This design comes from an exercise in tuning for small area, a short achievable clock period and few clock cycles per item on the open sky130 flow, not from production work.
RTL that was checked went through simulation tests only; none was proved equivalent to the original.
No functional check of the RTL was part of run 3.
Power figures rest on the tool's default switching activity, not on a simulated workload.

**design/flow/flow/run.sh**
```bash
#!/bin/bash
# The standard layout (standard.sh: the standard flow's synthesis and ORFS flow), except
# that the port buffers are the smallest buffer, sky130_fd_sc_hd__buf_1,
# rather than the cell buffer_ports picks by default, and clock tree synthesis
# uses larger sink clusters and no dummy loads; timing-driven placement does
# not keep its resizer changes. Repair may still resize the
# port buffers. The full output goes to standard.log.
set -o pipefail
export BUFFER_PORTS_ARGS="-buffer_cell sky130_fd_sc_hd__buf_1"
export GPL_KEEP_OVERFLOW=0
export CTS_ARGS="-sink_clustering_enable -repair_clock_nets -dont_use_dummy_load -buf_list {sky130_fd_sc_hd__clkbuf_4 sky130_fd_sc_hd__clkbuf_8} -sink_clustering_size 25 -sink_clustering_max_diameter 100"
bash standard.sh > standard.log 2>&1
```
**design/flow/standard.sh**
```bash
#!/bin/bash
# synth_recipe.tcl (not shown) runs the flow's synth.tcl, then flattens the netlist and writes it again
# the make line also repeats each setting of config.mk as NAME=value (left out here)
make -C /OpenROAD-flow-scripts/flow DESIGN_CONFIG=/design/flow/config.mk WORK_HOME=/design/flow/orfs CLKGATE_MAP_FILE= SYNTH_SCRIPT=/design/flow/synth_recipe.tcl "${@:-finish}"
```
**design/flow/config.mk**
```make
export PLATFORM = sky130hd
export DESIGN_NAME = unary_row_top
export DESIGN_NICKNAME = unary_row_top
export VERILOG_FILES = /design/flow/design.v
export SDC_FILE = /design/flow/constraint.sdc
export NUM_CORES = 4
export LEC_CHECK = 0
export CAP_MARGIN = 20
export CORE_MARGIN = 2
export CORE_UTILIZATION = 40
export CTS_BUF_LIST = sky130_fd_sc_hd__clkbuf_4 sky130_fd_sc_hd__clkbuf_8
export SLEW_MARGIN = 20
```
**design/flow/constraint.sdc**
```tcl
create_clock -name core_clock -period 5.0 [get_ports {clk}]
set_input_delay 1.0000 -clock core_clock [delete_from_list [all_inputs] [get_ports {clk}]]
set_output_delay 1.0000 -clock core_clock [all_outputs]
set_load 0.01 [all_outputs]
```
**design/flow/design.v**
```verilog
`default_nettype none
package unary_data_pkg;
    typedef logic signed [8-1:0] ifm_t;     
    typedef logic        [8-2:0] mag_t;     
    typedef logic signed [24-1:0] psum_t;
    typedef logic        [8-2:0] win_cnt_t;  
    localparam int unsigned WIN_LEN = 2 ** (8 - 1);
endpackage
`default_nettype wire
`default_nettype none
module unary_col
(
    input  wire logic [6:0] y,
    input  wire logic       sa_e,
    input  wire logic       n,
    input  wire logic [6:0] w,
    input  wire logic [6:0] bias_lo,
    output logic [6:0]      lo,
    output logic            c
);
    logic [6:0] r;
    logic [6:0] h;
    logic [6:0] bx;
    logic [5:0][5:0] pp;
    always_comb begin
        for (int k = 0; k < 7; k++) r[k] = w[6-k];
    end
    assign bx = bias_lo ^ {7{n}};
    logic [6:0] gen0, prop0;
    logic [6:0] gen1, prop1, gen2, prop2, gen3;
    logic [7:0] gt;
    assign gen0  = y & ~r;
    assign prop0 = y | ~r;
    for (genvar k = 0; k < 7; k++) begin : g_ks
        assign gen1[k]  = (k >= 1) ? gen0[k]  | (prop0[k] & gen0[k >= 1 ? k-1 : 0])  : gen0[k] | (prop0[k] & sa_e);
        assign prop1[k] = (k >= 1) ? prop0[k] & prop0[k >= 1 ? k-1 : 0] : 1'b0;
        assign gen2[k]  = (k >= 2) ? gen1[k]  | (prop1[k] & gen1[k >= 2 ? k-2 : 0])  : gen1[k] | (prop1[k] & sa_e);
        assign prop2[k] = (k >= 2) ? prop1[k] & prop1[k >= 2 ? k-2 : 0] : 1'b0;
        assign gen3[k]  = (k >= 4) ? gen2[k]  | (prop2[k] & gen2[k >= 4 ? k-4 : 0])  : gen2[k] | (prop2[k] & sa_e);
    end
    assign gt = {gen3, sa_e};
    for (genvar k = 0; k < 7; k++) begin : g_hit
        assign h[k] = r[k] & (y[k] | gt[k]);
    end
    for (genvar k = 0; k < 6; k++) begin : g_pp
        for (genvar j = 0; j < 6 - k; j++) begin : g_col
            assign pp[k][j] = r[k] & y[j+k+1];
        end
        for (genvar j = 6 - k; j < 6; j++) begin : g_pad
            assign pp[k][j] = 1'b0;
        end
    end
    wire fs0, fc0;
    assign fs0 = pp[0][0] ^ pp[1][0] ^ pp[2][0];
    assign fc0 = (pp[0][0] & pp[1][0]) | (pp[2][0] & (pp[0][0] ^ pp[1][0]));
    wire fs1, fc1;
    assign fs1 = pp[3][0] ^ pp[4][0] ^ pp[5][0];
    assign fc1 = (pp[3][0] & pp[4][0]) | (pp[5][0] & (pp[3][0] ^ pp[4][0]));
    wire fs2, fc2;
    assign fs2 = fs0 ^ fs1 ^ h[0];
    assign fc2 = (fs0 & fs1) | (h[0] & (fs0 ^ fs1));
    wire fs3, fc3;
    assign fs3 = h[1] ^ h[2] ^ h[3];
    assign fc3 = (h[1] & h[2]) | (h[3] & (h[1] ^ h[2]));
    wire fs4, fc4;
    assign fs4 = h[4] ^ h[5] ^ h[6];
    assign fc4 = (h[4] & h[5]) | (h[6] & (h[4] ^ h[5]));
    wire hs0, hc0;
    assign hs0 = fs2 ^ fs3;
    assign hc0 = fs2 & fs3;
    wire fs5, fc5;
    assign fs5 = bx[1] ^ pp[0][1] ^ pp[1][1];
    assign fc5 = (bx[1] & pp[0][1]) | (pp[1][1] & (bx[1] ^ pp[0][1]));
    wire fs6, fc6;
    assign fs6 = pp[2][1] ^ pp[3][1] ^ pp[4][1];
    assign fc6 = (pp[2][1] & pp[3][1]) | (pp[4][1] & (pp[2][1] ^ pp[3][1]));
    wire fs7, fc7;
    assign fs7 = fc0 ^ fc1 ^ fs5;
    assign fc7 = (fc0 & fc1) | (fs5 & (fc0 ^ fc1));
    wire fs8, fc8;
    assign fs8 = fs6 ^ fc2 ^ fc3;
    assign fc8 = (fs6 & fc2) | (fc3 & (fs6 ^ fc2));
    wire fs9, fc9;
    assign fs9 = fc4 ^ fs7 ^ hc0;
    assign fc9 = (fc4 & fs7) | (hc0 & (fc4 ^ fs7));
    wire fs10, fc10;
    assign fs10 = bx[2] ^ pp[0][2] ^ pp[1][2];
    assign fc10 = (bx[2] & pp[0][2]) | (pp[1][2] & (bx[2] ^ pp[0][2]));
    wire fs11, fc11;
    assign fs11 = pp[2][2] ^ pp[3][2] ^ fc5;
    assign fc11 = (pp[2][2] & pp[3][2]) | (fc5 & (pp[2][2] ^ pp[3][2]));
    wire fs12, fc12;
    assign fs12 = fc6 ^ fs10 ^ fc7;
    assign fc12 = (fc6 & fs10) | (fc7 & (fc6 ^ fs10));
    wire fs13, fc13;
    assign fs13 = fs11 ^ fc8 ^ fs12;
    assign fc13 = (fs11 & fc8) | (fs12 & (fs11 ^ fc8));
    wire fs14, fc14;
    assign fs14 = bx[3] ^ pp[0][3] ^ pp[1][3];
    assign fc14 = (bx[3] & pp[0][3]) | (pp[1][3] & (bx[3] ^ pp[0][3]));
    wire fs15, fc15;
    assign fs15 = pp[2][3] ^ fc10 ^ fs14;
    assign fc15 = (pp[2][3] & fc10) | (fs14 & (pp[2][3] ^ fc10));
    wire fs16, fc16;
    assign fs16 = fc11 ^ fs15 ^ fc12;
    assign fc16 = (fc11 & fs15) | (fc12 & (fc11 ^ fs15));
    wire fs17, fc17;
    assign fs17 = bx[4] ^ pp[0][4] ^ pp[1][4];
    assign fc17 = (bx[4] & pp[0][4]) | (pp[1][4] & (bx[4] ^ pp[0][4]));
    wire fs18, fc18;
    assign fs18 = fc14 ^ fs17 ^ fc15;
    assign fc18 = (fc14 & fs17) | (fc15 & (fc14 ^ fs17));
    wire fs19, fc19;
    assign fs19 = bx[5] ^ pp[0][5] ^ fc17;
    assign fc19 = (bx[5] & pp[0][5]) | (fc17 & (bx[5] ^ pp[0][5]));
    logic [7:0] ra, rb, pg, pk;
    logic [7:0] cg1, cp1, cg2, cp2, cg3;
    logic [8:0] cy;
    assign ra = {1'b0, bx[6], fs19, fs18, fc13, fc9, fs8, fs4};
    assign rb = {1'b0, fc19, fc18, fc16, fs16, fs13, fs9, hs0};
    assign pg = ra & rb;
    assign pk = ra ^ rb;
    for (genvar j = 0; j < 8; j++) begin : g_cpa
        assign cg1[j] = (j >= 1) ? pg[j]  | (pk[j]  & pg[j >= 1 ? j-1 : 0])  : pg[j] | (pk[j] & bx[0]);
        assign cp1[j] = (j >= 1) ? pk[j]  & pk[j >= 1 ? j-1 : 0] : 1'b0;
        assign cg2[j] = (j >= 2) ? cg1[j] | (cp1[j] & cg1[j >= 2 ? j-2 : 0]) : cg1[j] | (cp1[j] & bx[0]);
        assign cp2[j] = (j >= 2) ? cp1[j] & cp1[j >= 2 ? j-2 : 0] : 1'b0;
        assign cg3[j] = (j >= 4) ? cg2[j] | (cp2[j] & cg2[j >= 4 ? j-4 : 0]) : cg2[j] | (cp2[j] & bx[0]);
    end
    assign cy = {cg3, bx[0]};
    assign lo = (pk[6:0] ^ {7{n}}) ^ cy[6:0];
    assign c  = cy[7];
endmodule
`default_nettype wire
`default_nettype none
module psum_hi
#(
    parameter int W = 24 - 7
)
(
    input  wire logic [W-1:0] b,
    input  wire logic [W-1:0] q,
    input  wire logic         n,
    input  wire logic         cy,
    input  wire logic         go,
    output logic [W-1:0]      d
);
    logic [W:0] qg;
    always_comb begin
        qg[0] = go;
        for (int i = 0; i < W; i++) qg[i+1] = qg[i] & (b[i] ^ n);
    end
    assign d = (go ? b : q) ^ ({W{cy}} & qg[W-1:0]);
endmodule
`default_nettype wire
`default_nettype none
module unary_row_top
(
    input  wire logic                    clk,
    input  wire logic                    rst_n_i,
    input  wire logic                    start_i,
    input  wire unary_data_pkg::ifm_t                    ifm_i,
    input  wire logic                    wght_load_i,
    input  wire logic                    wght_sign_i,
    input  wire unary_data_pkg::mag_t                    wght_abs_i,
    input  wire logic                    wght_clr_i,
    input  wire unary_data_pkg::psum_t [4-1:0] bias_i,
    output logic                         busy_o,
    output unary_data_pkg::psum_t [4-1:0]      result_o,
    output logic                         result_valid_o
);
    localparam int HI = 24 - 7;   
    logic                                     valid_q;
    logic                                     go;
    logic [4-1:0]                   wght_sign_q;
    unary_data_pkg::mag_t [4-1:0]   wght_abs_q;
    logic                                     ifm_sign;
    logic                                     sa_e;
    logic [6:0]                               y;
    unary_data_pkg::psum_t [4-1:0]  res;
    assign go = start_i && !valid_q;   
    always_ff @(posedge clk or negedge rst_n_i) begin
        if (!rst_n_i) valid_q <= 1'b0;
        else          valid_q <= go;
    end
    assign busy_o         = valid_q;
    assign result_valid_o = valid_q;
    always_ff @(posedge clk or negedge rst_n_i) begin
        if (!rst_n_i) begin
            wght_sign_q <= '0;
            wght_abs_q  <= '0;
        end else if (wght_clr_i) begin
            wght_sign_q <= '0;
            wght_abs_q  <= '0;
        end else if (wght_load_i) begin
            wght_sign_q <= {wght_sign_q[4-2:0], wght_sign_i};
            wght_abs_q  <= {wght_abs_q[4-2:0], wght_abs_i};
        end
    end
    assign ifm_sign = ifm_i[8-1];
    assign sa_e     = ifm_sign;
    assign y        = ifm_i[8-2:0] ^ {7{sa_e}};
    for (genvar c = 0; c < 4; c++) begin : g_col
        logic          n, cy, m;
        logic [6:0]    lo;
        assign n = ifm_sign ^ wght_sign_q[c];
        unary_col i_col (
            .y(y), .sa_e(sa_e), .n(n), .w(wght_abs_q[c]),
            .bias_lo(bias_i[c][6:0]), .lo(lo), .c(cy)
        );
        psum_hi i_hi (
            .b(bias_i[c][24-1:7]), .q(result_o[c][24-1:7]),
            .n(n), .cy(cy), .go(go), .d(res[c][24-1:7])
        );
        assign res[c][6:0] = go ? lo : result_o[c][6:0];
    end
    always_ff @(posedge clk or negedge rst_n_i) begin
        if (!rst_n_i)  result_o <= '0;
        else           result_o <= res;   
    end
endmodule
`default_nettype wire
```
==> metrics.md, run 1 <==
| Metric | Value |
|---|---|
| Max Clock Freq | `0.197 GHz` |
| Largest area contributor in the netlist | `dfrtp_1` |
| # fillers | `2,912` |
| Synth cell types | `79` |
| Final setup fails | `12` |
| Core Box Area | `0.0296 sq mm` |
| CTS tree | `yes` |
| HP Class | `reg -> reg` |
| Sw Share | `38.6%` |
| Post-synthesis sequential area ratio | `26.8%` |
| Ys Warns | `3` |
| Clock skew | `0.0252 ns` |
| Reported net switching power | `1.40 mW` |
| CP Class | `in -> reg` |
| Post-synth EDFFs | `0` |
| Synth cell count leaders | `nand2_1, dfrtp_1, inv_1, xnor2_1, mux2i_1` |
| Fin. max-slew vios | `0` |
| Dominant cells by area after synthesis | `dfrtp_1, fa_1, xnor2_1` |
| DRC | `0` |
| Die Ht | `178 um` |
| Final cell count without fillers | `1,971` |
| Hold Crit Endpoint | `result_o[25]` |
| VDD IR max | `0.124 mV` |
| Vias in the first global route | `10,300` |
| Final #Nets | `1,812` |
| Maximum clock path buffer count | `2` |
| Cells on Worst Hold Path | `2` |
| Routed WL per cell | `16.7 um` |
| Max Cap Viol | `0` |
| Pwr Total | `3.62 mW` |
| Cts bufs inserted | `17` |
| Post-synth top area share | `26.8%` |
| P_int | `2.23 mW` |
| Die width | `178 um` |
| Final GP Congestion | `0.839` |
| CTS clock-pin slew for the worst setup and hold paths | `0.07 ns` |
| Reg2reg setup slack | `0.23 ns` |
| Element type at the critical path start | `input pin` |
| Grt total ovfl | `0` |
| Sequential Power Share | `36.5%` |
| Setup TNS | `-0.543 ns` |
| Drt first pass iters | `6` |
| First DRT Iteration DRCs | `561` |
| Gr usage total | `21.0%` |
| PwrDens | `242 mW/mm^2` |
| First-pass GRT wire length | `52.4 mm` |
| Worst hold start | `result_o[25]` |
| Placed Instances | `1,882` |
| Setup WS post-layout | `-0.0836 ns` |
| Clk pwr share | `19.1%` |
| WL final | `32.9 mm` |
| Leak | `6.29 nW` |
| Crit-path cells | `buf_16, buf_16, buf_16, buf_8, nor3b_1, o21a_1, or4_4, a21o_1, nand2_2, fa_2, inv_2, ha_4, inv_2, fa_1, inv_2, ha_4, a21o_1, a31oi_4, or4_4, a21oi_4, and3_4, xnor2_2` |
| FP Rows | `63` |
| Arr. time, crit path | `5.43 ns` |
| Sink Count | `129` |
| Most numerous cell in the Yosys netlist | `nand2_1` |
| Max-slew headroom | `48.3%` |
| Syn nets | `1,570` |
| Worst slack, placed | `-1.80 ns` |
| FF-to-FF path depth | `18` |
| CP max FO | `8` |
| Comb power frac | `44.4%` |
| Layout cells sized above 1 | `13.0%` |
| CP Data Required Time | `5.34 ns` |
| Number of antenna violations at the first check in global routing | `0` |
| Largest net degree at the start of global routing | `55` |
| Fin crit share | `102%` |
| Post-CTS Hold Buffers | `0` |
| Crit-path max cell delay | `0.56 ns` |
| H-tree Lvls | `4` |
| Worst Setup End Kind | `register` |
| Avg Cell Area, Syn | `9.00 sq um` |
| IO buf count | `214` |
| Layout check failures | `negative setup slack` |
| Reg-to-Reg Start | `wght_abs_q[27]` |
| Remaining antenna violation count after routing | `0` |
| RSZ-0062 raised after global routing | `yes` |
| DR vias/cell | `5.25` |
| Status | `failed layout checks` |
| Register bit total from synthesis | `129` |
| Worst reg2reg path endpoint | `result_o[94]` |
| Main synth FF type | `dfrtp_1` |
| IO Pins | `215` |
| Critical path's slowest cell | `or4_4` |
| Storage element area | `0.00323 sq mm` |
| DP HPWL | `23.2 mm` |
| Die area | `0.0316 sq mm` |
| Final Hold Fails | `0` |
| Footprint of the multi-input gates | `0.00879 sq mm` |
| Post-synthesis cell area | `0.0121 sq mm` |
| Min Tclk post-route | `5.08 ns` |
| Initial Util | `40.7%` |
| Async set-reset flop share out of synthesis | `100%` |
| Via count | `10,400` |
| Clock latency on the worst-skew pair | `0.47 ns` |
| Root Driver | `clkbuf_8` |
| Worst Tran Pin Value | `0.775 ns` |
| Area Overhead vs Synth | `23.8%` |
| Synth Instances | `1,340` |
[layer usage]
metal / GRT usage, % / up-vias / wire (um)
met3: 5.44 / 30 / 2390
met1: 28.1 / 5057 / 14400
met2: 33.9 / 320 / 15700
met4: 5.40 / 0 / 399
li1: - / 4950 / -
met5: 0 / - / 0
[critical path, delay by kind of cell]
kind / cells / cell delay (ns)
buf+inv: 7 / 0.62
compound gates: 5 / 0.90
simple gates: 5 / 1.46
fa+ha+maj: 4 / 1.38
xor+xnor: 1 / 0.06
[state kept, by name (all words and copies together), names as in the netlist]
signal / count
wght_abs_q: 28
result_o: 96
wght_sign_q: 4
valid_q: 1
[cells by family (layout without fill, tap and decap cells)]
family / after synthesis / in the layout / synth area share, %
AOI/OAI and AO/OA: 203 / 203 / 11.4
xor gates and xnor gates: 179 / 182 / 13.8
adders and majority gates: 116 / 116 / 16.9
buffers and inverters: 200 / 437 / 6.55
DFF: 129 / 129 / 26.8
muxes: 101 / 101 / 8.39
other: 0 / 1 / 0
and+or+nand+nor: 412 / 412 / 16.2
[cells in the final DEF (no fill, tap or decap), drive strengths merged, types with 39 or more instances in the layout]
cell type | netlist | routed
fa | 80 | 80
a21oi | 44 | 44
xnor2 | 124 | 124
dfrtp | 129 | 129
xor2 | 50 | 53
buf | 25 | 293
o21ai | 64 | 64
nor2 | 85 | 85
inv | 124 | 123
mux2i | 100 | 100
nand2 | 156 | 156
nand3 | 39 | 39
[through the flow]
step                hold WS, ns  cell area, sq um  util (%)
CTS                       0.484             14400      48.7
detailed placement        0.468             13700      46.1
global placement          0.460             13300      44.9
finish                    0.476             14900      50.4
floorplan                 0.508             12500         -
global route              0.503             14900      50.4
[final cells by class]
type                       count  share of cell area [%]
multi-input combinational   1014                    58.8
sequential                   129                    21.6
timing repair buffer         296                    11.6
tap                          390                    3.27
inverter                     124                    3.14
clock buffer                  17                    1.57
antenna                        1                  0.0167
[worst max-delay path by stage]
| stage | end | startpoint | cells past startpoint |
|---|---|---|---|
| final | result_o[94] | ifm_i[7] | 22 |
| after global routing | result_o[92] | ifm_i[1] | 19 |
| after CTS | result_o[93] | ifm_i[7] | 22 |
| after detailed placement | result_o[47] | ifm_i[7] | 19 |
| after global placement | result_o[47] | ifm_i[7] | 13 |
| after floorplan | result_o[85] | ifm_i[7] | 21 |
[power groups by stage]
stage / clock network, mW / registers [mW] / logic (mW)
after CTS: 0.721 / 1.32 / 1.51
final: 0.691 / 1.32 / 1.61
after global placement: 0 / 1.34 / 1.41
after global routing: 0.759 / 1.35 / 1.80
after floorplan: 0 / 1.39 / 0.966
after detailed placement: 0 / 1.34 / 1.44
[what timing repair did]
| action | 4_1_cts | 5_1_grt |
|---|---|---|
| cloned | 3 | 4 |
| pin swaps | 11 | 29 |
| buffers inserted | 40 | 25 |
| endpoints found under the setup margin | 86 | 76 |
| resized for setup | 29 | 48 |
Testbench counts, summed over its fixed seeds: cycles 2,304, items 1,024.
==> run 2, diff against run 1 <==
==> design/flow/flow/run.sh (replaced) <==
#!/bin/bash
# The standard layout (standard.sh: the standard flow's synthesis and ORFS flow), except
# that the port buffers are the smallest buffer, sky130_fd_sc_hd__buf_1,
# rather than the cell buffer_ports picks by default, and clock tree synthesis
# uses larger sink clusters and no dummy loads. Repair may still resize the
# port buffers. The full output goes to standard.log.
set -o pipefail
export BUFFER_PORTS_ARGS="-buffer_cell sky130_fd_sc_hd__buf_1"
export CTS_ARGS="-sink_clustering_enable -repair_clock_nets -dont_use_dummy_load -buf_list {sky130_fd_sc_hd__clkbuf_4 sky130_fd_sc_hd__clkbuf_8} -sink_clustering_size 25 -sink_clustering_max_diameter 100"
bash standard.sh > standard.log 2>&1
==> metrics.md, run 2 <==
| Metric | Value |
|---|---|
| Top flop regs | `result_o x96, wght_abs_q x28, wght_sign_q x4` |
| Core Box Area | `0.0296 sq mm (unchanged)` |
| Syn nets | `1,570 (unchanged)` |
| Setup WS post-layout | `0.178 ns (+0.262 ns)` |
| DP HPWL | `24.4 mm (+4.9%)` |
| H-tree Lvls | `4 (unchanged)` |
| Via count | `10,400 (-0.048%)` |
| Maximum clock path buffer count | `2 (unchanged)` |
| Reg-to-Reg Start | `wght_abs_q[27]` |
| Drt first pass iters | `5 (-1)` |
| Final GP Congestion | `0.875 (+4.4%)` |
| Crit-path max cell delay | `0.54 ns (-0.02 ns)` |
| Critical path's slowest cell | `fa_1` |
| CP Data Required Time | `5.29 ns (-0.05 ns)` |
| Placed Instances | `1,994 (+6.0%)` |
| Synth Instances | `1,340 (unchanged)` |
| Worst reg2reg path endpoint | `result_o[92]` |
| FF-to-FF path depth | `18 (unchanged)` |
| Most numerous cell in the Yosys netlist | `nand2_1` |
| Critical path endpoint | `result_o[7]` |
| DRC | `0 (unchanged)` |
| Die Ht | `178 um (unchanged)` |
| Post-synth top area share | `26.8% (unchanged)` |
| Cts bufs inserted | `17 (unchanged)` |
| Fin. max-slew vios | `0 (unchanged)` |
| Largest net degree at the start of global routing | `130 (+140%)` |
| Initial Util | `40.7% (unchanged)` |
| Area Overhead vs Synth | `22.1%` |
| Cell mode on critical path | `buf_4` |
| Clock latency on the worst-skew pair | `0.46 ns (about the same)` |
| Post-synth EDFFs | `0 (unchanged)` |
| Footprint of the multi-input gates | `0.00841 sq mm (-4.3%)` |
| FP Rows | `63 (unchanged)` |
| First DRT Iteration DRCs | `647 (+15%)` |
| Avg Cell Area, Syn | `9.00 sq um (unchanged)` |
| Final Hold Fails | `0 (unchanged)` |
| Status | `no timing/DRC/antenna violations` |
| Storage element area | `0.00323 sq mm (unchanged)` |
| Leak | `6.39 nW (+1.6%)` |
| Async set-reset flop share out of synthesis | `100% (unchanged)` |
| Vias in the first global route | `10,300 (+0.60%)` |
| Crit-path cells | `buf_4, buf_12, buf_4, buf_4, nand2_1, a311oi_1, maj3_1, buf_4, a21oi_1, o311ai_0, fa_1, fa_1, inv_1, ha_1, or3_1, o21ai_2, nor2_4, a31oi_4, buf_12, xor2_1, o21ai_0` |
| Final setup fails | `0 (-12)` |
| Final core utilization | `49.7% (-0.69 points)` |
| Setup TNS | `0 ns (+0.543 ns)` |
| DR vias/cell | `5.14 (-2.2%)` |
| Min Tclk post-route | `4.82 ns (-0.262 ns)` |
| Critical path depth | `21 (-4.5%)` |
| Largest area contributor in the netlist | `dfrtp_1` |
| Remaining antenna violation count after routing | `0 (unchanged)` |
| Root Driver | `clkbuf_8` |
| Worst slack, placed | `-0.431 ns (+1.36 ns)` |
| Register bit total from synthesis | `129 (unchanged)` |
| Final #Nets | `1,857 (+2.5%)` |
| Worst Tran Pin Value | `1.10 ns (+0.328 ns)` |
| CP max FO | `18 (+10)` |
| Synth cell types | `79 (unchanged)` |
| Crit path buffers/inverters | `7 (unchanged)` |
| Max Cap Viol | `0 (unchanged)` |
| Post-synthesis cell area | `0.0121 sq mm (unchanged)` |
| Design area | `0.0147 sq mm (-1.4%)` |
| Post-synthesis sequential area ratio | `26.8% (unchanged)` |
| IO Pins | `215 (unchanged)` |
| Crit-path leading delay family | `adder cells` |
| Max-slew headroom | `26.5% (-22 points)` |
| Arr. time, crit path | `5.11 ns (-0.32 ns)` |
| CTS tree | `yes` |
| Synth cell count leaders | `nand2_1, dfrtp_1, inv_1, xnor2_1, mux2i_1` |
| Reg2reg setup slack | `0.49 ns (+0.26 ns)` |
| Die area | `0.0316 sq mm (unchanged)` |
| Final cell count without fillers | `2,015 (+2.2%)` |
| Die width | `178 um (unchanged)` |
| Layout cells sized above 1 | `13.2% (+0.19 points)` |
| Largest register FFs | `96 (unchanged)` |
| Number of antenna violations at the first check in global routing | `1 (+1)` |
| HP Class | `reg -> reg` |
| Placed Area | `0.0144 sq mm (+5.5%)` |
| Commonest non-fill, non-tap cell in the layout | `buf_1` |
| PwrDens | `243 mW/mm^2 (+0.35%)` |
| Routed WL per cell | `15.9 um (-5.0%)` |
| CP Class | `in -> reg` |
| Max Clock Freq | `0.207 GHz (+5.4%)` |
| RSZ-0062 raised after global routing | `no` |
| Reg with most FFs | `result_o` |
| IO buf count | `214 (unchanged)` |
| Grt total ovfl | `0 (unchanged)` |
| CTS clock-pin slew for the worst setup and hold paths | `0.06 ns (about the same)` |
| Sink Count | `129 (unchanged)` |
| Element type at the critical path start | `input pin` |
| Clock skew | `0.0242 ns (-0.000998 ns)` |
| Critical path origin | `ifm_i[7]` |
| Most frequent cells in the layout | `buf_1, nand2_1, dfrtp_1, inv_1, buf_4` |
| Fin crit share | `96.4% (-5.2 points)` |
| First-pass GRT wire length | `52.7 mm (+0.61%)` |
| Dominant cells by area after synthesis | `dfrtp_1, fa_1, xnor2_1` |
| Ys Warns | `3 (unchanged)` |
| WL final | `32.0 mm (-2.8%)` |
| Gr usage total | `21.0% (-0.040 points)` |
| # fillers | `2,959 (+1.6%)` |
| # diodes | `0 (-1)` |
| Main synth FF type | `dfrtp_1` |
| VDD IR max | `0.145 mV (+17%)` |
| Worst Setup End Kind | `register` |
[run 2: cell types whose count changed in the layout (fill, tap and decap cells not counted), moves of 4 or more]
cell,change
buf_4,+64
buf_6,-7
buf_2,-5
ha_1,+5
nand3_2,-5
ha_4,-4
xnor2_1,+4
fa_2,-4
nand3_1,+5
xor2_4,-6
nand2_1,+4
fa_1,+4
buf_1,+4
buf_16,-5
[run 2: power breakdown]
part | switching, mW | internal, mW | leakage [nW]
logic | 0.867 | 0.718 | 4.68
clock network | 0.385 | 0.299 | 0.122
registers | 0.105 | 1.21 | 1.59
[run 2: final cells by class]
cell class,instances,area share (%)
multi-input cells,1011,57.1
clock buffers,17,1.59
flip-flops and latches,129,21.9
inverters,124,3.16
well taps,390,3.31
repair buffers,344,12.9
[run 2: how the worst min path moves through the flow]
stage              startpoint  slack, ns             end  cells past startpoint
2_1_floorplan  wght_abs_q[21]       0.51  wght_abs_q[21]                      2
3_3_place_gp     result_o[25]       0.46    result_o[25]                      2
3_5_place_dp     result_o[31]       0.47    result_o[31]                      2
4_1_cts          result_o[31]       0.48    result_o[31]                      2
5_1_grt          result_o[24]       0.50    result_o[24]                      2
6_report         result_o[24]       0.48    result_o[24]                      2
[run 2: cell families after synthesis]
logic type / count (synthesis) / synth area share, %
buffers and inverters: 200 / 6.55
xor gates and xnor gates: 179 / 13.8
AOI/OAI and AO/OA: 203 / 11.4
muxes: 101 / 8.39
DFF: 129 / 26.8
and+or+nand+nor: 412 / 16.2
adders and majority gates: 116 / 16.9
[run 2: metal layers]
metal  vias to the layer above  GRT usage (%)  share of wire, %
met5                         -              0             0.034
met4                         2           5.64               1.8
met2                       294           33.9                47
met3                        40           5.10               6.4
met1                      4986           28.0                45
li1                       5030              -                 -
[run 2: stage by stage]
stage	power, mW	hold WS [ns]
final	3.59	0.479
after global routing	3.87	0.497
after CTS	3.63	0.484
after detailed placement	2.93	0.468
after global placement	2.90	0.460
after floorplan	2.36	0.508
[run 2: worst min-delay path, stage by stage (launching register included)]
cell and delay (ns):
dfrtp_1 0.34, nand2_1 0.05, o21ai_0 0.06
[run 2: timing repair]
action / 4_1_cts / 5_1_grt
endpoints found under the hold margin: 0 / 0
resized for setup: 0 / 12
buffers inserted: 0 / 3
hold buffers: 0 / 0
setup endpoints to repair: 0 / 68
==> run 3, diff against run 2 <==
--- a/design/flow/design.v
+++ b/design/flow/design.v
@@ -78,11 +78,11 @@
     assign fs7 = fc0 ^ fc1 ^ fs5;
     assign fc7 = (fc0 & fc1) | (fs5 & (fc0 ^ fc1));
     wire fs8, fc8;
-    assign fs8 = fs6 ^ fc2 ^ fc3;
-    assign fc8 = (fs6 & fc2) | (fc3 & (fs6 ^ fc2));
+    assign fs8 = fs6 ^ fc2 ^ fs7;
+    assign fc8 = (fs6 & fc2) | (fs7 & (fs6 ^ fc2));
     wire fs9, fc9;
-    assign fs9 = fc4 ^ fs7 ^ hc0;
-    assign fc9 = (fc4 & fs7) | (hc0 & (fc4 ^ fs7));
+    assign fs9 = fc3 ^ fc4 ^ fs8;
+    assign fc9 = (fc3 & fc4) | (fs8 & (fc3 ^ fc4));
     wire fs10, fc10;
     assign fs10 = bx[2] ^ pp[0][2] ^ pp[1][2];
     assign fc10 = (bx[2] & pp[0][2]) | (pp[1][2] & (bx[2] ^ pp[0][2]));
@@ -116,7 +116,7 @@
     logic [7:0] ra, rb, pg, pk;
     logic [7:0] cg1, cp1, cg2, cp2, cg3;
     logic [8:0] cy;
-    assign ra = {1'b0, bx[6], fs19, fs18, fc13, fc9, fs8, fs4};
+    assign ra = {1'b0, bx[6], fs19, fs18, fc13, fc9, hc0, fs4};
     assign rb = {1'b0, fc19, fc18, fc16, fs16, fs13, fs9, hs0};
     assign pg = ra & rb;
     assign pk = ra ^ rb;
==> metrics.md, run 3 <==
| Metric | Value |
|---|---|
| FF-to-FF path depth | `18 (unchanged)` |
| Placed Instances | `1,950 (-2.2%)` |
| Top flop regs | `result_o x96, wght_abs_q x28, wght_sign_q x4` |
| IO Pins | `215 (unchanged)` |
| FP Rows | `62 (-1.6%)` |
| PwrDens | `236 mW/mm^2 (-2.8%)` |
| DRC | `0 (unchanged)` |
| Most numerous cell in the Yosys netlist | `dfrtp_1` |
| Setup WS post-layout | `-0.229 ns (-0.408 ns)` |
| Largest area contributor in the netlist | `dfrtp_1` |
| # fillers | `2,671 (-9.7%)` |
| Reg with most FFs | `result_o` |
| Commonest non-fill, non-tap cell in the layout | `buf_1` |
| Worst Tran Pin Value | `1.04 ns (-0.0586 ns)` |
| Final GP Congestion | `0.896 (+2.4%)` |
| Final core utilization | `53.4% (+3.7 points)` |
| RSZ-0062 raised after global routing | `yes` |
| Worst Hold Slack | `0.476 ns (-0.00298 ns)` |
| Dominant cells by area after synthesis | `dfrtp_1, fa_1, xnor2_1` |
| Post-synth EDFFs | `0 (unchanged)` |
| Max Cap Viol | `0 (unchanged)` |
| Initial Util | `40.9% (+0.17 points)` |
| Number of antenna violations at the first check in global routing | `0 (-1)` |
| # diodes | `0 (unchanged)` |
| Post-synthesis sequential area ratio | `27.3% (+0.53 points)` |
| Remaining antenna violation count after routing | `0 (unchanged)` |
| Arr. time, crit path | `5.57 ns (+0.46 ns)` |
| CTS tree | `yes` |
| CP max FO | `6 (-12)` |
| Vias in the first global route | `10,300 (-0.39%)` |
| Most frequent cells in the layout | `buf_1, buf_4, dfrtp_1, nand2_1, xnor2_1` |
| Synth Instances | `1,286 (-4.0%)` |
| First DRT Iteration DRCs | `597 (-7.7%)` |
| WL final | `32.6 mm (+1.8%)` |
| Die width | `176 um (-0.96%)` |
| Syn nets | `1,516 (-3.4%)` |
| Area Overhead vs Synth | `30.7%` |
| CP Data Required Time | `5.34 ns (+0.05 ns)` |
| Async set-reset flop share out of synthesis | `100% (unchanged)` |
| Status | `failed layout checks` |
| Clock skew | `0.0249 ns (+0.000788 ns)` |
| Gr usage total | `21.3% (+0.30 points)` |
| Pwr Total | `3.66 mW (+1.9%)` |
| Drt first pass iters | `5 (unchanged)` |
| DR vias/cell | `5.16 (+0.40%)` |
| Sink Count | `129 (unchanged)` |
| Worst Setup End Kind | `register` |
| Main synth FF type | `dfrtp_1` |
| Largest register FFs | `96 (unchanged)` |
| H-tree Lvls | `4 (unchanged)` |
| Avg Cell Area, Syn | `9.20 sq um (+2.2%)` |
| Final #Nets | `1,845 (-0.65%)` |
| Max-slew headroom | `30.4% (+3.9 points)` |
| Synth cell types | `67 (-15%)` |
| Max Clock Freq | `0.191 GHz (-7.8%)` |
| Layout check failures | `negative setup slack` |
| Setup TNS | `-4.61 ns (-4.61 ns)` |
| Fin crit share | `105% (+8.2 points)` |
| Die Ht | `176 um (-0.96%)` |
| First-pass GRT wire length | `52.5 mm (-0.39%)` |
| Synth cell count leaders | `dfrtp_1, nand2_1, xnor2_1, inv_1, mux2i_1` |
| Die area | `0.0310 sq mm (-1.9%)` |
| Core Box Area | `0.0289 sq mm (-2.4%)` |
| Largest net degree at the start of global routing | `67 (-48%)` |
| Maximum clock path buffer count | `2 (unchanged)` |
| Post-synthesis cell area | `0.0118 sq mm (-2.0%)` |
| Routed WL per cell | `16.3 um (+2.8%)` |
| Clock latency on the worst-skew pair | `0.46 ns (about the same)` |
| Final Hold Fails | `0 (unchanged)` |
| Layout cells sized above 1 | `20.6% (+7.4 points)` |
| DP HPWL | `24.6 mm (+0.91%)` |
| Min Tclk post-route | `5.23 ns (+0.408 ns)` |
| Fin. max-slew vios | `0 (unchanged)` |
| Placed Area | `0.0143 sq mm (-0.52%)` |
| CTS clock-pin slew for the worst setup and hold paths | `0.08 ns (+0.02 ns)` |
| Via count | `10,300 (-0.49%)` |
| Root Driver | `clkbuf_8` |
| Grt total ovfl | `0 (unchanged)` |
| Leak | `6.65 nW (+4.0%)` |
| Design area | `0.0155 sq mm (+4.9%)` |
| Ys Warns | `3 (unchanged)` |
| Element type at the critical path start | `input pin` |
| Register bit total from synthesis | `129 (unchanged)` |
| Cts bufs inserted | `17 (unchanged)` |
| Post-synth top area share | `27.3% (+0.53 points)` |
| HP Class | `reg -> reg` |
| VDD IR max | `0.124 mV (-15%)` |
| Worst slack, placed | `-0.724 ns (-0.293 ns)` |
| CP Class | `in -> reg` |
| Cells on Worst Hold Path | `2 (unchanged)` |
| Final cell count without fillers | `1,997 (-0.89%)` |
| Post-CTS Hold Buffers | `0 (unchanged)` |
| IO buf count | `214 (unchanged)` |
| Final setup fails | `49 (+49)` |
run 3: cell count changes after synthesis, moves of 6 or more:
| cell | before | now |
|---|---|---|
| xnor2_1 | 123 | 111 |
| maj3_1 | 3 | 24 |
| or3_1 | 9 | 18 |
| mux2i_1 | 100 | 94 |
| buf_2 | 11 | 3 |
| o21ai_0 | 57 | 70 |
| xor2_1 | 48 | 63 |
| nand3_1 | 39 | 31 |
| buf_1 | 9 | 15 |
| and3_1 | 15 | 8 |
| nand4_1 | 14 | 22 |
| nand2_1 | 156 | 123 |
| a21oi_1 | 43 | 36 |
| inv_1 | 124 | 105 |
run 3: final timing paths:
path | slack [ns] | startpoint | to
max | -0.23 | ifm_i[7] | result_o[71]
min | 0.48 | result_o[49] | result_o[49]
max reg2reg | 0.23 | wght_abs_q[26] | result_o[86]
min reg2reg | 0.48 | result_o[49] | result_o[49]
max in group asynchronous | 3.35 | rst_n_i | result_o[53]
min in group asynchronous | 0.71 | rst_n_i | result_o[21]
run 3: metal layers:
| metal | routed length, um | GRT usage [%] | vias to the layer above |
|---|---|---|---|
| met5 | 0 | 0 | - |
| met1 | 15100 | 29.3 | 4982 |
| met2 | 15400 | 35.3 | 298 |
| met4 | 375 | 4.65 | 0 |
| met3 | 1730 | 3.55 | 32 |
| li1 | - | - | 4989 |
run 3: timing repair:
action / 4_1_cts / 5_1_grt
pin swaps: 27 / 42
gates resized for setup: 52 / 86
buffers inserted: 18 / 11
endpoints found under the setup margin: 55 / 78
hold endpoints to repair: 0 / 0
cloned: 3 / 0
run 3: final cells by class:
class / count / area [sq um] / area share (%)
well taps: 384 / 480 / 3.11
clock buffers: 17 / 234 / 1.51
multi-input cells: 980 / 8830 / 57.1
inverters: 105 / 394 / 2.55
repair buffers: 382 / 2290 / 14.8
flip-flops and latches: 129 / 3230 / 20.9
run 3: logic make-up (layout without fill, tap and decap cells):
kind of cell / Yosys count / after routing / synth area share [%]
AO/OA/AOI/OAI: 193 / 193 / 10.7
flip-flops: 129 / 129 / 27.3
buffers and inverters: 179 / 504 / 5.87
XOR/XNOR: 178 / 178 / 13.7
multiplexers: 95 / 95 / 8.05
adder cells (fa/ha/maj): 137 / 137 / 19.1
AND/OR/NAND/NOR: 375 / 377 / 15.4
run 3: worst max-delay path, stage by stage:
cell and delay (ns):
clkbuf_16 0.14, buf_12 0.15, buf_12 0.13, xor2_4 0.20, buf_12 0.17, and2_4 0.15
fa_1 0.49, inv_2 0.04, fa_1 0.52, fa_1 0.43, fa_1 0.51, inv_2 0.05
ha_4 0.26, or3_4 0.12, o211ai_4 0.07, o21a_4 0.22, or3_4 0.44, buf_12 0.16
a2111oi_4 0.21, xnor2_1 0.11
run 3: power breakdown:
part	switching, mW	internal [mW]
combinational	0.901	0.761
sequential	0.102	1.21
clock	0.385	0.299
==> run 4, diff against run 3 <==
--- a/design/flow/design.v
+++ b/design/flow/design.v
@@ -78,11 +78,11 @@
     assign fs7 = fc0 ^ fc1 ^ fs5;
     assign fc7 = (fc0 & fc1) | (fs5 & (fc0 ^ fc1));
     wire fs8, fc8;
-    assign fs8 = fs6 ^ fc2 ^ fs7;
-    assign fc8 = (fs6 & fc2) | (fs7 & (fs6 ^ fc2));
+    assign fs8 = fs6 ^ fs7 ^ fc2;
+    assign fc8 = (fs6 & fs7) | (fc2 & (fs6 ^ fs7));
     wire fs9, fc9;
-    assign fs9 = fc3 ^ fc4 ^ fs8;
-    assign fc9 = (fc3 & fc4) | (fs8 & (fc3 ^ fc4));
+    assign fs9 = fc3 ^ fc4 ^ hc0;
+    assign fc9 = (fc3 & fc4) | (hc0 & (fc3 ^ fc4));
     wire fs10, fc10;
     assign fs10 = bx[2] ^ pp[0][2] ^ pp[1][2];
     assign fc10 = (bx[2] & pp[0][2]) | (pp[1][2] & (bx[2] ^ pp[0][2]));
@@ -93,8 +93,8 @@
     assign fs12 = fc6 ^ fs10 ^ fc7;
     assign fc12 = (fc6 & fs10) | (fc7 & (fc6 ^ fs10));
     wire fs13, fc13;
-    assign fs13 = fs11 ^ fc8 ^ fs12;
-    assign fc13 = (fs11 & fc8) | (fs12 & (fs11 ^ fc8));
+    assign fs13 = fs11 ^ fs12 ^ fc8;
+    assign fc13 = (fs11 & fs12) | (fc8 & (fs11 ^ fs12));
     wire fs14, fc14;
     assign fs14 = bx[3] ^ pp[0][3] ^ pp[1][3];
     assign fc14 = (bx[3] & pp[0][3]) | (pp[1][3] & (bx[3] ^ pp[0][3]));
@@ -116,8 +116,8 @@
     logic [7:0] ra, rb, pg, pk;
     logic [7:0] cg1, cp1, cg2, cp2, cg3;
     logic [8:0] cy;
-    assign ra = {1'b0, bx[6], fs19, fs18, fc13, fc9, hc0, fs4};
-    assign rb = {1'b0, fc19, fc18, fc16, fs16, fs13, fs9, hs0};
+    assign ra = {1'b0, bx[6], fs19, fs18, fs16, fc9, fs8, fs4};
+    assign rb = {1'b0, fc19, fc18, fc16, fc13, fs13, fs9, hs0};
     assign pg = ra & rb;
     assign pk = ra ^ rb;
     for (genvar j = 0; j < 8; j++) begin : g_cpa
==> metrics.md, run 4 <==
| Metric | Value |
|---|---|
| CTS clock-pin slew for the worst setup and hold paths | `0.06 ns (-0.02 ns)` |
| Final core utilization | `50.4% (-3.0 points)` |
| Synth cell types | `70 (+4.5%)` |
| Clk pwr share | `19.4% (+0.7 points)` |
| Layout cells sized above 1 | `16.1% (-4.5 points)` |
| Footprint of the multi-input gates | `0.00833 sq mm (-5.7%)` |
| Worst hold start | `result_o[76]` |
| Storage element area | `0.00323 sq mm (unchanged)` |
| Synth Instances | `1,262 (-1.9%)` |
| Via count | `9,841 (-4.5%)` |
| Worst reg2reg path endpoint | `result_o[68]` |
| Cells on Worst Hold Path | `2 (unchanged)` |
| P_int | `2.21 mW (-2.4%)` |
| Remaining antenna violation count after routing | `0 (unchanged)` |
| Sw Share | `37.7% (-0.25 points)` |
| Final GP Congestion | `0.895 (-0.13%)` |
| Leak | `6.49 nW (-2.4%)` |
| Post-synthesis cell area | `0.0117 sq mm (-1.0%)` |
| Initial Util | `40.7% (-0.20 points)` |
| Async set-reset flop share out of synthesis | `100% (unchanged)` |
| First-pass GRT wire length | `50.8 mm (-3.2%)` |
| Core Box Area | `0.0288 sq mm (-0.54%)` |
| FP Rows | `62 (unchanged)` |
| Post-synth top area share | `27.6% (+0.28 points)` |
| Top flop regs | `result_o x96, wght_abs_q x28, wght_sign_q x4` |
| Cell mode on critical path | `fa_2` |
| CP Class | `in -> reg` |
| Most numerous cell in the Yosys netlist | `nand2_1` |
| DR vias/cell | `5.06 (-2.0%)` |
| Sink Count | `129 (unchanged)` |
| Largest net degree at the start of global routing | `55 (-18%)` |
| Grt total ovfl | `0 (unchanged)` |
| Final Hold Fails | `0 (unchanged)` |
| Crit-path cells | `buf_12, buf_8, xor2_4, nand2_1, fa_1, inv_1, fa_2, fa_2, fa_2, ha_4, a21o_1, a221oi_1, a21bo_2, nor3b_4, a21boi_4, nand2_1, xor2_1` |
| Hold Crit Endpoint | `result_o[76]` |
| CP Data Required Time | `5.35 ns (about the same)` |
| Die area | `0.0307 sq mm (-1.0%)` |
| Register bit total from synthesis | `129 (unchanged)` |
| H-tree Lvls | `4 (unchanged)` |
| Dominant cells by area after synthesis | `dfrtp_1, fa_1, mux2i_1` |
| Min Tclk post-route | `4.85 ns (-0.382 ns)` |
| Die width | `175 um (-0.50%)` |
| IO buf count | `214 (unchanged)` |
| Fin crit share | `97.0% (-7.6 points)` |
| Most frequent cells in the layout | `buf_1, nand2_1, buf_4, dfrtp_1, xnor2_1` |
| Worst slack, placed | `-0.541 ns (+0.183 ns)` |
| Largest area contributor in the netlist | `dfrtp_1` |
| Worst Setup End Kind | `register` |
| Commonest non-fill, non-tap cell in the layout | `buf_1` |
| CP max FO | `15 (+9)` |
| # fillers | `2,777 (+4.0%)` |
| Critical path's slowest cell | `fa_2` |
| Sequential Power Share | `37.1% (+1.3 points)` |
| Vias in the first global route | `9,926 (-3.4%)` |
| Number of antenna violations at the first check in global routing | `1 (+1)` |
| Area Overhead vs Synth | `23.9%` |
| Final setup fails | `0 (-100%)` |
| Largest register FFs | `96 (unchanged)` |
| RSZ-0062 raised after global routing | `yes` |
| Post-synthesis sequential area ratio | `27.6% (+0.28 points)` |
| Max Cap Viol | `0 (unchanged)` |
| Syn nets | `1,492 (-1.6%)` |
| Synth cell count leaders | `nand2_1, dfrtp_1, xnor2_1, mux2i_1, inv_1` |
| Status | `no timing/DRC/antenna violations` |
| Routed WL per cell | `15.9 um (-2.7%)` |
| Main synth FF type | `dfrtp_1` |
| Clock skew | `0.0254 ns (+0.000495 ns)` |
| CTS tree | `yes` |
| Max Clock Freq | `0.206 GHz (+7.9%)` |
| WL final | `30.9 mm (-5.2%)` |
| Final #Nets | `1,793 (-2.8%)` |
| Arr. time, crit path | `5.20 ns (-0.37 ns)` |
| Avg Cell Area, Syn | `9.28 sq um (+0.86%)` |
| Ys Warns | `3 (unchanged)` |
| Fin. max-slew vios | `0 (unchanged)` |
| Drt first pass iters | `5 (unchanged)` |
| First DRT Iteration DRCs | `592 (-0.84%)` |
| Setup TNS | `0 ns (+4.61 ns)` |
| HP Class | `reg -> reg` |
| Worst Tran Pin Value | `1.01 ns (-0.0372 ns)` |
| DRC | `0 (unchanged)` |
| Clock latency on the worst-skew pair | `0.45 ns (about the same)` |
| Reg with most FFs | `result_o` |
| Cts bufs inserted | `17 (unchanged)` |
| Die Ht | `175 um (-0.50%)` |
| PwrDens | `245 mW/mm^2 (+3.6%)` |
| DP HPWL | `23.9 mm (-2.9%)` |
| Root Driver | `clkbuf_8` |
| Reg-to-Reg Start | `wght_abs_q[19]` |
| Max-slew headroom | `32.9% (+2.5 points)` |
| Setup WS post-layout | `0.152 ns (+0.382 ns)` |
| Comb power frac | `43.5% (-1.9 points)` |
| FF-to-FF path depth | `19 (+1)` |
| Post-synth EDFFs | `0 (unchanged)` |
| Reported net switching power | `1.34 mW (-3.5%)` |
| IO Pins | `215 (unchanged)` |
| Reg2reg setup slack | `0.43 ns (+0.20 ns)` |
| Maximum clock path buffer count | `2 (unchanged)` |
| Gr usage total | `20.7% (-0.54 points)` |
| Crit-path max cell delay | `0.60 ns (+0.08 ns)` |
| VDD IR max | `0.151 mV (+22%)` |
| Element type at the critical path start | `input pin` |
## run 4: cell count changes after synthesis, sizes merged, moves of 7 or more
cell   previous run  this run
nor2             80        66
maj3             24        12
nand2           123       152
and2             27        37
nand3            31        22
or4              11         4
nor3             21        30
inv             105        94
and3              8        16
or3              19        11
o21ai            73        65
nand4            22        10
xor2             63        72
## run 4: metal layers
| metal | vias up | share of wire (%) | track usage (%) |
|---|---|---|---|
| met5 | - | 0 | 0 |
| met4 | 0 | 1.7 | 5.42 |
| met3 | 37 | 5.1 | 3.74 |
| met2 | 250 | 48 | 35.2 |
| met1 | 4775 | 45 | 27.3 |
| li1 | 4779 | - | - |
## run 4: cell families after synthesis
family / share of synthesized area (%)
compound gates: 9.07
mux: 8.75
buf+inv: 5.44
flops: 27.6
fa+ha+maj: 18.2
simple gates: 16.4
xor+xnor: 14.5
## run 4: stage by stage
step | area, sq um | power, mW | std cells | hold slack [ns]
2_1_floorplan | 12100 | 2.29 | 1262 | 0.486
3_3_place_gp | 14000 | 2.84 | 1923 | 0.461
3_5_place_dp | 14000 | 2.86 | 1923 | 0.459
4_1_cts | 14300 | 3.58 | 1942 | 0.476
5_1_grt | 14500 | 3.82 | 1946 | 0.494
6_report | 14500 | 3.55 | 1946 | 0.476
## run 4: worst max-delay path by stage
stage                   from      endpoint  slack, ns  depth (start not counted)
global placement    ifm_i[7]  result_o[94]      -0.49                         17
global route        ifm_i[7]  result_o[17]      -0.04                         20
detailed placement  ifm_i[7]  result_o[86]      -0.54                         17
finish              ifm_i[7]  result_o[87]       0.15                         17
CTS                 ifm_i[7]  result_o[47]       0.04                         23
floorplan           ifm_i[7]  result_o[14]      -0.38                         23
## run 4: area by class of cell
type                    count  share of cell area (%)
repair buffers            348                    12.9
diodes                      1                  0.0173
well taps                 384                    3.31
inverters                  94                    2.50
flip-flops and latches    129                    22.3
multi-input cells         973                    57.4
clock buffers              17                    1.61
## run 4: repair_timing
| action | 4_1_cts | 5_1_grt |
|---|---|---|
| hold endpoints to repair | 0 | 0 |
| resized for setup | 9 | 34 |
| hold buffers | 0 | 0 |
| setup endpoints to repair | 16 | 59 |
| pin swaps | 4 | 21 |
| buffers inserted | 1 | 3 |
| gates cloned | 1 | 0 |
## run 4: power groups by stage
stage	clock network, mW	logic [mW]	registers, mW
2_1_floorplan	0	0.897	1.39
3_3_place_gp	0	1.51	1.33
3_5_place_dp	0	1.53	1.34
4_1_cts	0.718	1.54	1.32
5_1_grt	0.749	1.73	1.34
6_report	0.688	1.55	1.32
## run 4: critical path: cells and delay by family
family / cells / cell delay [ns]
AO/OA/AOI/OAI: 4 / 0.91
AND/OR/NAND/NOR: 3 / 0.40
XOR/XNOR: 2 / 0.36
buffers and inverters: 3 / 0.36
adder cells (fa/ha/maj): 5 / 2.19
Testbench counts of run 4, summed over its fixed seeds: cycles 2,304, items 1,024.
==> run 5, diff against run 4 <==
--- a/design/flow/config.mk
+++ b/design/flow/config.mk
@@ -9,4 +9,5 @@
 export CORE_MARGIN = 2
 export CORE_UTILIZATION = 40
 export CTS_BUF_LIST = sky130_fd_sc_hd__clkbuf_4 sky130_fd_sc_hd__clkbuf_8
+export GPL_ROUTABILITY_DRIVEN = 0
 export SLEW_MARGIN = 20
==> metrics.md, run 5 <==
| Metric | Value |
|---|---|
| DP HPWL | `23.9 mm (unchanged)` |
| CTS tree | `yes` |
| Die Ht | `175 um (unchanged)` |
| CTS clock-pin slew for the worst setup and hold paths | `0.06 ns (about the same)` |
| Core Box Area | `0.0288 sq mm (unchanged)` |
| Synth cell count leaders | `nand2_1, dfrtp_1, xnor2_1, mux2i_1, inv_1` |
| # fillers | `2,777 (unchanged)` |
| Hold Crit Endpoint | `result_o[76]` |
| Leak | `6.49 nW (unchanged)` |
| IO Pins | `215 (unchanged)` |
| Largest register FFs | `96 (unchanged)` |
| Clock latency on the worst-skew pair | `0.45 ns (about the same)` |
| Cells on Worst Hold Path | `2 (unchanged)` |
| HP Class | `reg -> reg` |
| Min Tclk post-route | `4.85 ns (unchanged)` |
| Syn nets | `1,492 (unchanged)` |
| Cts bufs inserted | `17 (unchanged)` |
| Reg with most FFs | `result_o` |
| DR vias/cell | `5.06 (unchanged)` |
| Worst Tran Pin Value | `1.01 ns (unchanged)` |
| Commonest non-fill, non-tap cell in the layout | `buf_1` |
| Reg2reg setup slack | `0.43 ns (about the same)` |
| Post-synthesis cell area | `0.0117 sq mm (unchanged)` |
| Largest area contributor in the netlist | `dfrtp_1` |
| Remaining antenna violation count after routing | `0 (unchanged)` |
| Max Cap Viol | `0 (unchanged)` |
| Drt first pass iters | `5 (unchanged)` |
| Avg Cell Area, Syn | `9.28 sq um (unchanged)` |
| Most frequent cells in the layout | `buf_1, nand2_1, buf_4, dfrtp_1, xnor2_1` |
| Top flop regs | `result_o x96, wght_abs_q x28, wght_sign_q x4` |
| Maximum clock path buffer count | `2 (unchanged)` |
| Die width | `175 um (unchanged)` |
| Sink Count | `129 (unchanged)` |
| Status | `no timing/DRC/antenna violations` |
| Final cell count without fillers | `1,946 (unchanged)` |
| Dominant cells by area after synthesis | `dfrtp_1, fa_1, mux2i_1` |
| Async set-reset flop share out of synthesis | `100% (unchanged)` |
| Number of antenna violations at the first check in global routing | `1 (unchanged)` |
| Register bit total from synthesis | `129 (unchanged)` |
| WL final | `30.9 mm (unchanged)` |
| Area Overhead vs Synth | `23.9% (unchanged)` |
| Element type at the critical path start | `input pin` |
| Fin. max-slew vios | `0 (unchanged)` |
| Post-synthesis sequential area ratio | `27.6% (unchanged)` |
| Clock skew | `0.0254 ns (unchanged)` |
| Root Driver | `clkbuf_8` |
| Final Hold Fails | `0 (unchanged)` |
| Gr usage total | `20.7% (unchanged)` |
| Most numerous cell in the Yosys netlist | `nand2_1` |
| Final core utilization | `50.4% (unchanged)` |
| CP Class | `in -> reg` |
| Routed WL per cell | `15.9 um (unchanged)` |
| Synth Instances | `1,262 (unchanged)` |
| Worst Setup End Kind | `register` |
| Largest net degree at the start of global routing | `55 (unchanged)` |
| Reg-to-Reg Start | `wght_abs_q[19]` |
| Grt total ovfl | `0 (unchanged)` |
| PwrDens | `245 mW/mm^2 (unchanged)` |
| Post-synth top area share | `27.6% (unchanged)` |
| CP max FO | `15 (unchanged)` |
| Max Clock Freq | `0.206 GHz (unchanged)` |
| RSZ-0062 raised after global routing | `yes` |
| Worst reg2reg path endpoint | `result_o[68]` |
| FP Rows | `62 (unchanged)` |
| Arr. time, crit path | `5.20 ns (about the same)` |
| DRC | `0 (unchanged)` |
| Post-synth EDFFs | `0 (unchanged)` |
| FF-to-FF path depth | `19 (unchanged)` |
| Via count | `9,841 (unchanged)` |
| Initial Util | `40.7% (unchanged)` |
| Vias in the first global route | `9,926 (unchanged)` |
| VDD IR max | `0.151 mV (unchanged)` |
| Worst hold start | `result_o[76]` |
| CP Data Required Time | `5.35 ns (about the same)` |
| Layout cells sized above 1 | `16.1% (unchanged)` |
| Final #Nets | `1,793 (unchanged)` |
| Ys Warns | `3 (unchanged)` |
| First DRT Iteration DRCs | `592 (unchanged)` |
| Main synth FF type | `dfrtp_1` |
| H-tree Lvls | `4 (unchanged)` |
| Max-slew headroom | `32.9% (unchanged)` |
| First-pass GRT wire length | `50.8 mm (unchanged)` |
| Final setup fails | `0 (unchanged)` |
| Placed Instances | `1,923 (unchanged)` |
| Fin crit share | `97.0% (unchanged)` |
| IO buf count | `214 (unchanged)` |
| Die area | `0.0307 sq mm (unchanged)` |
| Synth cell types | `70 (unchanged)` |
| Post-CTS Hold Buffers | `0 (unchanged)` |
run 5: cell counts after synthesis:
Identical to the previous run, type by type.
run 5: logic make-up after synthesis:
| group | count (synthesis) | share of synthesized area (%) |
|---|---|---|
| compound gates | 169 | 9.07 |
| xor+xnor | 184 | 14.5 |
| fa+ha+maj | 125 | 18.2 |
| buf+inv | 161 | 5.44 |
| flops | 129 | 27.6 |
| mux | 101 | 8.75 |
| simple gates | 393 | 16.4 |
run 5: cell type report:
cell class                 count  area (sq um)  share of cell area, %
antenna                        1          2.50                 0.0173
tap                          384           480                   3.31
timing repair buffer         348          1870                   12.9
sequential                   129          3230                   22.3
clock buffer                  17           234                   1.61
inverter                      94           363                   2.50
multi-input combinational    973          8330                   57.4
run 5: power by group:
part           internal (mW)  switching, mW  total, mW
combinational          0.703          0.843       1.55
clock                  0.300          0.388      0.688
sequential              1.21          0.107       1.32
run 5: per-stage QoR:
stage | hold slack [ns] | total power [mW] | setup TNS (ns) | setup slack [ns] | instance area, sq um
3_3_place_gp | 0.461 | 2.84 | -30.63 | -0.494 | 14000
5_1_grt | 0.494 | 3.82 | -0.173 | -0.0359 | 14500
2_1_floorplan | 0.486 | 2.29 | -16.25 | -0.381 | 12100
3_5_place_dp | 0.459 | 2.86 | -33.12 | -0.541 | 14000
4_1_cts | 0.476 | 3.58 | 0 | 0.0359 | 14300
6_report | 0.476 | 3.55 | 0 | 0.152 | 14500
run 5: how the worst max path moves through the flow:
| stage | start | to | slack (ns) |
|---|---|---|---|
| after floorplan | ifm_i[7] | result_o[14] | -0.38 |
| final | ifm_i[7] | result_o[87] | 0.15 |
| after detailed placement | ifm_i[7] | result_o[86] | -0.54 |
| after CTS | ifm_i[7] | result_o[47] | 0.04 |
| after global routing | ifm_i[7] | result_o[17] | -0.04 |
| after global placement | ifm_i[7] | result_o[94] | -0.49 |
run 5: routing by layer:
layer	up-vias	track usage [%]	routed length [um]
met5	-	0	0
met1	4775	27.3	13900
met4	0	5.42	512
met3	37	3.74	1570
li1	4779	-	-
met2	250	35.2	14900
run 5: worst max-delay path, stage by stage:
cell and delay [ns]:
buf_12 0.10, buf_8 0.20, xor2_4 0.21, nand2_1 0.14, fa_1 0.54, inv_1 0.06
fa_2 0.40, fa_2 0.60, fa_2 0.47, ha_4 0.18, a21o_1 0.20, a221oi_1 0.25
a21bo_2 0.30, nor3b_4 0.16, a21boi_4 0.16, nand2_1 0.10, xor2_1 0.15
run 5: what timing repair did:
| item | CTS | global route |
|---|---|---|
| gates resized for setup | 9 | 34 |
| gates cloned | 1 | 0 |
| pin swaps | 4 | 21 |
| endpoints found under the setup margin | 16 | 59 |
| buffers inserted | 1 | 3 |
==> run 6, diff against run 5 <==
--- a/design/flow/config.mk
+++ b/design/flow/config.mk
@@ -9,5 +9,6 @@
 export CORE_MARGIN = 2
 export CORE_UTILIZATION = 40
 export CTS_BUF_LIST = sky130_fd_sc_hd__clkbuf_4 sky130_fd_sc_hd__clkbuf_8
-export GPL_ROUTABILITY_DRIVEN = 0
 export SLEW_MARGIN = 20
+export SYNTH_HIERARCHICAL = 1
+export SYNTH_MINIMUM_KEEP_SIZE = 0
==> metrics.md, run 6 <==
| Metric | Value |
|---|---|
| Status | `failed layout checks` |
| Layout check failures | `negative setup slack` |
| Synth Instances | `1,169 (-7.4%)` |
| Largest area contributor in the netlist | `dfrtp_1` |
| Synth Area in Compound Gates | `8.82% (-0.25 points)` |
| Dominant cells by area after synthesis | `dfrtp_1, fa_1, mux2i_1` |
| Cells on Worst Hold Path | `1 (-1)` |
| Largest register FFs | `96 (unchanged)` |
| First DRT Iteration DRCs | `364 (-39%)` |
| Setup WS post-layout | `-0.155 ns (-0.308 ns)` |
| # diodes | `0 (-1)` |
| Worst hold start | `result_o[4]` |
| Grt total ovfl | `0 (unchanged)` |
| Arr. time, crit path | `5.52 ns (+0.32 ns)` |
| Clock skew | `0.0285 ns (+0.00309 ns)` |
| Final setup fails | `43 (+43)` |
| Fin. max-slew vios | `0 (unchanged)` |
| H-tree Lvls | `4 (unchanged)` |
| Initial Util | `40.9% (+0.21 points)` |
| Max Clock Freq | `0.194 GHz (-6.0%)` |
| Main synth FF type | `dfrtp_1` |
| Reg-to-Reg Start | `wght_sign_q[0]` |
| Post-synth EDFFs | `0 (unchanged)` |
| IO Pins | `215 (unchanged)` |
| Die width | `176 um (+0.39%)` |
| Worst reg2reg path endpoint | `result_o[20]` |
| Die Ht | `176 um (+0.39%)` |
| Vias in the first global route | `10,000 (+1.1%)` |
| Worst slack, placed | `-0.697 ns (-0.156 ns)` |
| FF-to-FF path depth | `16 (-3)` |
| RSZ-0062 raised after global routing | `yes` |
| CTS tree | `yes` |
| Worst Hold Slack | `0.504 ns (+0.0282 ns)` |
| Register bit total from synthesis | `129 (unchanged)` |
| Core Box Area | `0.0289 sq mm (+0.27%)` |
| Area Overhead vs Synth | `31.1%` |
| Reg with most FFs | `result_o` |
| Final GP Congestion | `0.818` |
| Most numerous cell in the Yosys netlist | `dfrtp_1` |
| Final cell count without fillers | `1,934 (-0.62%)` |
| Top flop regs | `result_o x96, wght_abs_q x28, wght_sign_q x4` |
| Leak | `6.85 nW (+5.5%)` |
| Synth cell types | `51 (-27%)` |
| Sink Count | `129 (unchanged)` |
| Fin crit share | `103% (+6.2 points)` |
| CP Data Required Time | `5.36 ns (about the same)` |
| Post-synthesis cell area | `0.0118 sq mm (+0.79%)` |
| VDD IR max | `0.151 mV (about the same)` |
| Pwr Total | `3.83 mW (+7.7%)` |
| Routed WL per cell | `15.7 um (-0.70%)` |
| Remaining antenna violation count after routing | `0 (unchanged)` |
| Final Hold Fails | `0 (unchanged)` |
| Element type at the critical path start | `input pin` |
| Worst Setup End Kind | `register` |
| Maximum clock path buffer count | `2 (unchanged)` |
| Gr usage total | `20.3% (-0.47 points)` |
| Cts bufs inserted | `17 (unchanged)` |
| Clock latency on the worst-skew pair | `0.46 ns (about the same)` |
| Number of antenna violations at the first check in global routing | `0 (-1)` |
| FP Rows | `62 (unchanged)` |
| Most frequent cells in the layout | `buf_1, buf_4, dfrtp_1, mux2i_1, inv_1` |
| Worst Tran Pin Value | `1.03 ns (+0.0218 ns)` |
| DP HPWL | `22.5 mm (-5.6%)` |
| Hold Crit Endpoint | `result_o[4]` |
| IO buf count | `214 (unchanged)` |
| Die area | `0.0309 sq mm (+0.77%)` |
| Post-CTS Hold Buffers | `0 (unchanged)` |
| CTS clock-pin slew for the worst setup and hold paths | `0.07 ns (about the same)` |
| XOR/XNOR Fraction of Synth Area | `14.1% (-0.36 points)` |
| Post-Synth Adder-Cell Area | `17.3% (-0.93 points)` |
| Post-synthesis mux area share | `11.1% (+2.3 points)` |
| Final core utilization | `53.6% (+3.2 points)` |
| Final #Nets | `1,781 (-0.67%)` |
| Max Cap Viol | `0 (unchanged)` |
| Drt first pass iters | `6 (+1)` |
| Largest net degree at the start of global routing | `89 (+62%)` |
| First-pass GRT wire length | `50.2 mm (-1.1%)` |
| Ys Warns | `9 (+6)` |
| WL final | `30.5 mm (-1.3%)` |
| DR vias/cell | `4.98 (-1.4%)` |
| Layout cells sized above 1 | `25.0% (+8.9 points)` |
| Post-synthesis sequential area ratio | `27.4% (-0.22 points)` |
| Commonest non-fill, non-tap cell in the layout | `buf_1` |
| CP Class | `in -> reg` |
| Via count | `9,639 (-2.1%)` |
| Max-slew headroom | `31.4% (-1.5 points)` |
| Post-synth top area share | `27.4% (-0.22 points)` |
| Avg Cell Area, Syn | `10.1 sq um (+8.8%)` |
| Largest family of logic cells by synthesized area | `adder cells` |
| Min Tclk post-route | `5.16 ns (+0.308 ns)` |
| Post-synthesis simple-gate area fraction | `16.0% (-0.42 points)` |
| Synth cell count leaders | `dfrtp_1, inv_1, mux2i_1, xnor2_1, nand2_1` |
| Reg2reg setup slack | `0.33 ns (-0.10 ns)` |
| Root Driver | `clkbuf_8` |
| HP Class | `reg -> reg` |
| Async set-reset flop share out of synthesis | `100% (unchanged)` |
| CP max FO | `6 (-9)` |
| DRC | `0 (unchanged)` |
| PwrDens | `247 mW/mm^2 (+1.0%)` |
| Syn nets | `1,398 (-6.3%)` |
| Critical path origin | `ifm_i[7]` |
| Placed Instances | `1,887 (-1.9%)` |
## run 6: per-module statistics from Yosys (local to each module, per instance)
module         flops+latches  cells inside  cell area, sq um  times used
unary_row_top            129           245              4220           1
psum_hi                    0            86               703           4
unary_col                  0           145              1190           4
## run 6: cell type report
cell class | count | area [sq um]
sequential | 129 | 3230
fill | 2678 | 13400
tap | 384 | 480
inverter | 100 | 375
clock buffer | 17 | 234
timing repair buffer | 400 | 2440
multi-input combinational | 904 | 8710
## run 6: through the flow
stage               TNS, ns  cell area [sq um]
floorplan            -19.06              12200
global placement     -31.72              14500
detailed placement   -36.97              14500
CTS                  -0.702              15100
global route         -12.58              15500
finish                -2.79              15500
## run 6: critical path: stages
cell and delay (ns):
clkbuf_16 0.14, buf_12 0.15, xor2_4 0.25, buf_6 0.20
nor2b_4 0.05, o311a_1 0.34, buf_4 0.15, o221ai_1 0.17
a31oi_1 0.16, fa_1 0.53, fa_1 0.56, inv_2 0.05
ha_4 0.27, nand3_2 0.07, o211ai_2 0.19, a41o_1 0.21
a21o_1 0.19, o211ai_4 0.12, or3_4 0.44, nor3_4 0.14
xnor2_1 0.13
## run 6: how the worst max path moves through the flow
stage	cells after the start	endpoint	slack, ns
2_1_floorplan	19	result_o[20]	-0.45
3_3_place_gp	23	result_o[44]	-0.62
6_report	21	result_o[44]	-0.16
3_5_place_dp	23	result_o[44]	-0.70
4_1_cts	19	result_o[90]	-0.09
5_1_grt	23	result_o[44]	-0.33
## run 6: power by group
group	total, mW	internal (mW)	switching (mW)
logic	1.80	0.886	0.912
registers	1.34	1.23	0.112
clock network	0.685	0.299	0.386
## run 6: logic make-up after synthesis
family | after synthesis
muxes | 124
xor gates and xnor gates | 187
and+or+nand+nor | 325
adders and majority gates | 116
DFF | 129
AOI/OAI and AO/OA | 152
buffers and inverters | 136
## run 6: what timing repair did
action                                  4_1_cts  5_1_grt
endpoints found under the hold margin         0        0
endpoints found under the setup margin       49       64
gates cloned                                  1        1
resized for setup                            49       56
buffers inserted                             21        9
pin swaps                                    42       41
## run 6: layer usage
metal	up-vias	GRT usage [%]	part of all wire, %
li1	4656	-	-
met1	4759	25.4	43
met2	175	34.6	49
met3	49	4.89	5.1
met4	0	6.13	2.7
met5	-	0	0

==> what the ideal ports hide <==
The results above use ideal ports. As a check the final layouts listed here were re-extracted and re-timed, cells and wires unchanged.
Step 1: set_driving_cell puts a clkbuf_16 on clk and a buf_2 on each other input, an assumption about the parent block.
Step 2 adds t to the input delays and takes it off the output delays; t is the mean of the earliest and latest rising clock arrival at the registers after step 1. Input paths then give back, and output paths get back, about the clock's delay inside the block.
Three values: no drivers, after step 1, after step 2; two values: the first two.
run | shift t [ns] | slack for setup (ns) | worst register clock-pin slew, ns
run 1 | 0.504 | -0.084 / -0.152 / -0.655 | 0.09 / 0.09
run 2 | 0.497 | 0.178 / 0.174 / -0.323 | 0.08 / 0.08
run 3 | 0.487 | -0.229 / -0.250 / -0.738 | 0.08 / 0.08
run 4 | 0.478 | 0.152 / 0.127 / -0.351 | 0.09 / 0.09
run 5 | 0.478 | 0.152 / 0.127 / -0.351 | 0.09 / 0.09
run 6 | 0.494 | -0.155 / -0.156 / -0.650 | 0.09 / 0.09
With both steps, setup timing fails in run 2, run 4 and run 5, where it was met with ideal ports. For run 1, which loses most, drivers alone change the setup slack by -0.068 ns; drivers and shift together by -0.571 ns.
